Background: an optimization exercise with open tools, aiming at small area, a short achievable clock period and few clock cycles per item. Do not read the settings as production practice. In this exercise RTL edits were held to simulation tests only and were not proved equivalent to the original. Power and IR drop assume default switching activity.

== run A ==
// lru_page_order_queue
module lru_page_order_queue (
  input  wire logic                          clk,
  input  wire logic                          rst,
  input  wire logic                          req_valid,
  output      logic                          req_ready,
  input  wire logic                          req_operation,
  input  wire logic [lpoq_pkg::PAGE_W-1:0]   req_page_number,
  input  wire logic [lpoq_pkg::PID_W-1:0]    req_process_id,
  output      logic                          rsp_valid,
  input  wire logic                          rsp_ready,
  output      logic                          rsp_evicted,
  output      logic [lpoq_pkg::PAGE_W-1:0]   rsp_evicted_page,
  output      logic [lpoq_pkg::PID_W-1:0]    rsp_evicted_pid,
  output      logic                          rsp_hit,
  input  wire logic                          cfg_write_en,
  input  wire logic [lpoq_pkg::CAP_W-1:0]    cfg_write_data
);
  localparam int N  = lpoq_pkg::DEPTH;
  localparam int KW = lpoq_pkg::KEY_W;
  localparam int RW = KW + 2;             
  ...
For scale: roughly 3,800 cells after synthesis, roughly 1,100 flip-flops, about 110 I/O pins.
export LEC_CHECK = 0
export ABC_CLOCK_PERIOD_IN_PS = 2000
export CAP_MARGIN = 20
export CORE_MARGIN = 2
export CORE_UTILIZATION = 40
export SETUP_SLACK_MARGIN = 2.7
export SLEW_MARGIN = 20
export TNS_END_PERCENT = 100
create_clock -name core_clock -period 5.0 [get_ports {clk}]
run.sh (not shown) runs the stock make flow with config.mk's settings and CLKGATE_MAP_FILE= SYNTH_SCRIPT=/design/flow/synth_recipe.tcl, a recipe that flattens the netlist after the stock synthesis.
Looking at the reports, run A completed the entire flow and the layout it produced met the timing, DRC and antenna checks.
Testbench counts of run A, summed over its fixed seeds: cycles 3,216, items 3,200.
What run B does differently from run A at the input level:
diff --git a/flow/config.mk b/flow/config.mk
--- a/flow/config.mk
+++ b/flow/config.mk
@@ -12 +12,2 @@
-export SETUP_SLACK_MARGIN = 2.7
+export CTS_BUF_LIST = sky130_fd_sc_hd__clkbuf_8
+export SETUP_SLACK_MARGIN = 2.6
[summary]
Result for run B and run A: all clean
Run A reports its cell with the largest stage delay on the worst path as sky130_fd_sc_hd__a221oi_2 while run B reports sky130_fd_sc_hd__edfxtp_1.
Run B against run A: relative contribution of sequential cells to total power increased 3.6 points, power consumption down 6.9%, shortest clock period the worst path allows after layout went up by 0.15 ns, critical path depth grew by 1.
#### Input delta (run C over run B)
diff --git a/flow/config.mk b/flow/config.mk
--- a/flow/config.mk
+++ b/flow/config.mk
@@ -11 +11 @@
-export CORE_UTILIZATION = 40
+export CORE_UTILIZATION = 46
[summary]
Run C was carried through to the last stage, and its layout satisfied the timing, DRC and antenna checks.
Against run B, run C comes in 2.0% lower on cell area.
Diff run B -> run C: number of instances in the synthesized netlist essentially unchanged, count of fill cells added during filler insertion decreased 1,953, cell area after placement decreased 210 sq um, delay of the slowest cell on the worst path decreased 0.05 ns, fraction of standard cell area in multi-input logic essentially unchanged.
Against run B, run C comes in 1.66 ns lower on signal arrival time at the worst endpoint.
Share of power burned in the clock network: run C > run B
Between run C and run B, it is run C whose power per unit of standard cell area is higher, by about 2.4%.
The inputs of run D differ from those of run C as listed below.
diff --git a/flow/config.mk b/flow/config.mk
--- a/flow/config.mk
+++ b/flow/config.mk
@@ -11,2 +11 @@
-export CORE_UTILIZATION = 46
-export CTS_BUF_LIST = sky130_fd_sc_hd__clkbuf_8
+export CORE_UTILIZATION = 45
## What came out
Fmax delta for run D relative to run C: 2.0% lower. Run D has part of the power in the clock network above what run C had. Worst-case headroom to the max-slew limit, run C and run D, higher one = run D.

========
rev 12:
The RTL this note starts from:
==> flow/design.v <==
`default_nettype none
package lpoq_pkg;
  localparam int DEPTH  = 16;
  localparam int ADDR_W = (DEPTH > 1) ? $clog2(DEPTH) : 1;
  localparam int OCC_W  = $clog2(DEPTH + 1);
  localparam int PAGE_W = 32;
  localparam int PID_W  = 16;
  localparam int KEY_W  = PAGE_W + PID_W;
  localparam int CAP_W = 5;
  localparam logic [CAP_W-1:0] CAP_RESET = 5'd16;
  typedef enum logic {
    OP_INSERT = 1'b0,
    OP_TOUCH  = 1'b1
  } op_t;
  typedef struct packed {
    logic [PAGE_W-1:0] page;
    logic [PID_W-1:0]  pid;
  } key_t;
  typedef enum logic [6:0] {
    ST_IDLE   = 7'b0000001,
    ST_EV_RD  = 7'b0000010,
    ST_EV_CAP = 7'b0000100,
    ST_SEARCH = 7'b0001000,
    ST_SHIFT  = 7'b0010000,
    ST_APPEND = 7'b0100000,
    ST_DONE   = 7'b1000000
  } state_t;
endpackage
`default_nettype wire
`default_nettype none
module lpoq_ram #(
  parameter int WIDTH  = 48,
  parameter int DEPTH  = 16,
  parameter int ADDR_W = 4
) (
  input  wire logic              clk,
  input  wire logic              we,
  input  wire logic [ADDR_W-1:0] waddr,
  input  wire logic [WIDTH-1:0]  wdata,
  input  wire logic [ADDR_W-1:0] raddr,
  output logic      [WIDTH-1:0]  rdata
);
  logic [WIDTH-1:0] mem [DEPTH];
  always_ff @(posedge clk) begin
    if (we) begin
      mem[waddr] <= wdata;
    end
  end
  always_ff @(posedge clk) begin
    rdata <= mem[raddr];
  end
endmodule
`default_nettype wire
`default_nettype none
module lru_page_order_queue (
  input  wire logic                          clk,
  input  wire logic                          rst,
  input  wire logic                          req_valid,
  output      logic                          req_ready,
  input  wire logic                          req_operation,
  input  wire logic [lpoq_pkg::PAGE_W-1:0]   req_page_number,
  input  wire logic [lpoq_pkg::PID_W-1:0]    req_process_id,
  output      logic                          rsp_valid,
  input  wire logic                          rsp_ready,
  output      logic                          rsp_evicted,
  output      logic [lpoq_pkg::PAGE_W-1:0]   rsp_evicted_page,
  output      logic [lpoq_pkg::PID_W-1:0]    rsp_evicted_pid,
  output      logic                          rsp_hit,
  input  wire logic                          cfg_write_en,
  input  wire logic [lpoq_pkg::CAP_W-1:0]    cfg_write_data
);
  localparam int N  = lpoq_pkg::DEPTH;
  localparam int KW = lpoq_pkg::KEY_W;
  localparam int RW = KW + 2;             
  logic [KW-1:0]              key_mem [N];
  logic [N-1:0]               valid;       
  logic [N-1:0]               older [N];   
  logic [N-1:0]               lru;         
  logic [lpoq_pkg::CAP_W-1:0] capacity;
  logic                       s2_v;
  logic                       s2_touch;
  logic [KW-1:0]              s2_key;
  logic [N-1:0]               s2_match;    
  logic [N-1:0]               s2_wlast;    
  logic                       s2_eqp;      
  logic                       rv_q;        
  logic [RW-1:0]              ohead;
  logic [KW-1:0] in_key;
  logic [N-1:0]  in_match;
  logic          in_eqp;
  logic          take;
  logic          proc;
  assign in_key = {req_page_number, req_process_id};
  always_comb begin
    for (int i = 0; i < N; i++) in_match[i] = (in_key == key_mem[i]);
  end
  assign in_eqp = (in_key == s2_key);
  assign proc      = s2_v && (!rv_q || rsp_ready);
  assign req_ready = !s2_v || !rv_q || rsp_ready;
  assign take      = req_valid && req_ready;
  logic [N-1:0] m_eff, cand, first, lru2, app, ins_slot, we, s;
  logic         evict, hit, adv;    
  logic [KW-1:0] ev_key;
  assign m_eff = (s2_match & ~s2_wlast) | (s2_wlast & {N{s2_eqp}});
  assign cand  = m_eff & valid;
  logic [N-1:0] ol [N];
  always_comb begin
    for (int i = 0; i < N; i++)
      for (int j = 0; j < N; j++)
        if (i < j)      ol[i][j] = older[i][j];
        else if (i > j) ol[i][j] = !older[j][i];
        else            ol[i][j] = 1'b1;
  end
  always_comb begin
    for (int i = 0; i < N; i++) begin
      first[i] = cand[i];
      for (int j = 0; j < N; j++)
        if (j != i && cand[j] && !ol[i][j]) first[i] = 1'b0;
    end
  end
  always_comb begin
    logic [N-1:0] rest;
    rest = valid & ~lru;
    for (int i = 0; i < N; i++) begin
      lru2[i] = rest[i];
      for (int j = 0; j < N; j++)
        if (j != i && rest[j] && !ol[i][j]) lru2[i] = 1'b0;
    end
  end
  logic [N-1:0] lim_oh, valid_nx;
  always_comb begin
    lim_oh = '0;
    if (capacity == '0)         lim_oh[0]   = 1'b1;
    else if (capacity >= 5'd16) lim_oh[N-1] = 1'b1;
    else                        lim_oh[capacity - 5'd1] = 1'b1;
  end
  assign valid_nx = (proc && !s2_touch && !evict) ? {valid[N-2:0], 1'b1} : valid;
  assign app      = valid ^ {valid[N-2:0], 1'b1};    
  assign ins_slot = evict ? lru : app;
  assign we       = (proc && !s2_touch) ? ins_slot : '0;
  assign s        = !proc ? '0 : s2_touch ? first : ins_slot;
  assign hit      = s2_touch && (|cand);
  assign adv      = s2_touch ? |(m_eff & lru) : evict;
  always_comb begin
    ev_key = '0;
    for (int i = 0; i < N; i++) if (lru[i]) ev_key = ev_key | key_mem[i];
    if (s2_touch || !evict) ev_key = '0;
  end
  logic [RW-1:0] rsp_new;
  assign rsp_new = {(!s2_touch && evict), ev_key, hit};
  logic s2_v_nx;
  assign s2_v_nx = take || (s2_v && !proc);
  always_ff @(posedge clk) begin
    for (int i = 0; i < N; i++) if (we[i]) key_mem[i] <= s2_key;
    for (int i = 0; i < N; i++)
      for (int j = i + 1; j < N; j++)
        older[i][j] <= s[j] | (older[i][j] & !s[i]);
    if (proc) begin
      if (!valid[0]) lru <= {{(N-1){1'b0}}, 1'b1};    
      else if (adv && valid[1]) lru <= lru2;          
    end
    if (take) begin
      s2_touch <= req_operation;
      s2_key   <= in_key;
      s2_match <= in_match;
      s2_wlast <= we;
      s2_eqp   <= in_eqp;
    end
  end
  always_ff @(posedge clk) begin
    if (rst) begin
      valid    <= '0;
      evict    <= 1'b0;
      capacity <= lpoq_pkg::CAP_RESET;
      s2_v     <= 1'b0;
      rv_q     <= 1'b0;
    end else begin
      if (cfg_write_en) capacity <= cfg_write_data;
      valid <= valid_nx;
      evict <= |(valid_nx & lim_oh);
      s2_v  <= s2_v_nx;
      if (proc) rv_q <= 1'b1;
      else if (rsp_ready) rv_q <= 1'b0;
    end
  end
  always_ff @(posedge clk) begin
    if (proc) ohead <= rsp_new;
  end
  assign rsp_valid        = rv_q;
  assign rsp_evicted      = ohead[RW-1];
  assign rsp_evicted_page = ohead[RW-2 -: lpoq_pkg::PAGE_W];
  assign rsp_evicted_pid  = ohead[lpoq_pkg::PID_W:1];
  assign rsp_hit          = ohead[0];
endmodule
`default_nettype wire
Settings: LEC_CHECK=0, ABC_CLOCK_PERIOD_IN_PS=2000, CAP_MARGIN=20, CORE_MARGIN=2, CORE_UTILIZATION=40, SETUP_SLACK_MARGIN=2.45, SLEW_MARGIN=20, TNS_END_PERCENT=100; clock period 5.0 ns.
Testbench counts of rev 12, summed over its fixed seeds: cycles 3,216, items 3,200.
The inputs of rev 13 differ from those of rev 12 as listed below.
- changing SETUP_SLACK_MARGIN from 2.45 to 2.6
## What came out
Higher insertion delay of the later-clocked pin in the worst-skew pair goes to rev 13 over rev 12. Summary of rev 13 over rev 12: global routing met3 resource utilization decreased by 0.23 points relative to the old numbers, combinational power increased by about 5% relative to the old numbers, least setup slack across all paths after layout increased by 0.12 ns relative to the old numbers, via count increased by 0.86% relative to the old numbers. Power for rev 13: 0.43% down relative to rev 12. Sum of buffers and inverters on the critical path, rev 13 and rev 12, higher one = rev 13. Compared with rev 12, rev 13 shows a lower minimum clock period. Total routing resource utilization after global routing (lower): rev 12. Looking at final core area utilization, rev 13 sits 1.6 points higher than rev 12 does.

==> what the ideal ports hide <==
Ports are ideal in the flow. The routed layouts listed here were re-timed in OpenROAD.
Step 1, drivers: a clkbuf_16 drives clk and a buf_2 each remaining input, both assumed.
Step 2, shift: input delay + t, output delay - t, t = (earliest + latest rising clock arrival at the registers) / 2. This alone moves slack from input paths to output paths.
Slacks: ideal ports / drivers / drivers and shift; pairs: ideal ports / drivers.
| run | t, ns | slack for setup (ns) | latest minus earliest clock arrival (ns) | slew at the worst register clock pin (ns) | pins driven straight from the clock port |
|---|---|---|---|---|---|
| run A | 0.853 | 2.461 / 2.448 / 1.731 | 0.046 / 0.045 | 0.07 / 0.07 | 1 |
| run B | 1.014 | 2.314 / 2.314 / 1.509 | 0.060 / 0.060 | 0.07 / 0.07 | 1 |
| run C | 1.000 | 2.295 / 2.218 / 1.549 | 0.048 / 0.048 | 0.07 / 0.07 | 1 |
| run D | 0.824 | 2.240 / 2.280 / 1.456 | 0.050 / 0.050 | 0.07 / 0.07 | 1 |
| rev 12 | 0.826 | 2.292 / 2.292 / 1.536 | 0.029 / 0.028 | 0.07 / 0.07 | 1 |
| rev 13 | 0.857 | 2.413 / 2.413 / 1.682 | 0.062 / 0.063 | 0.07 / 0.07 | 1 |
After both steps setup and hold are still met in every run listed. The setup slack of run B, which loses most, moves by 0.000 ns with the drivers and by -0.805 ns with both steps.
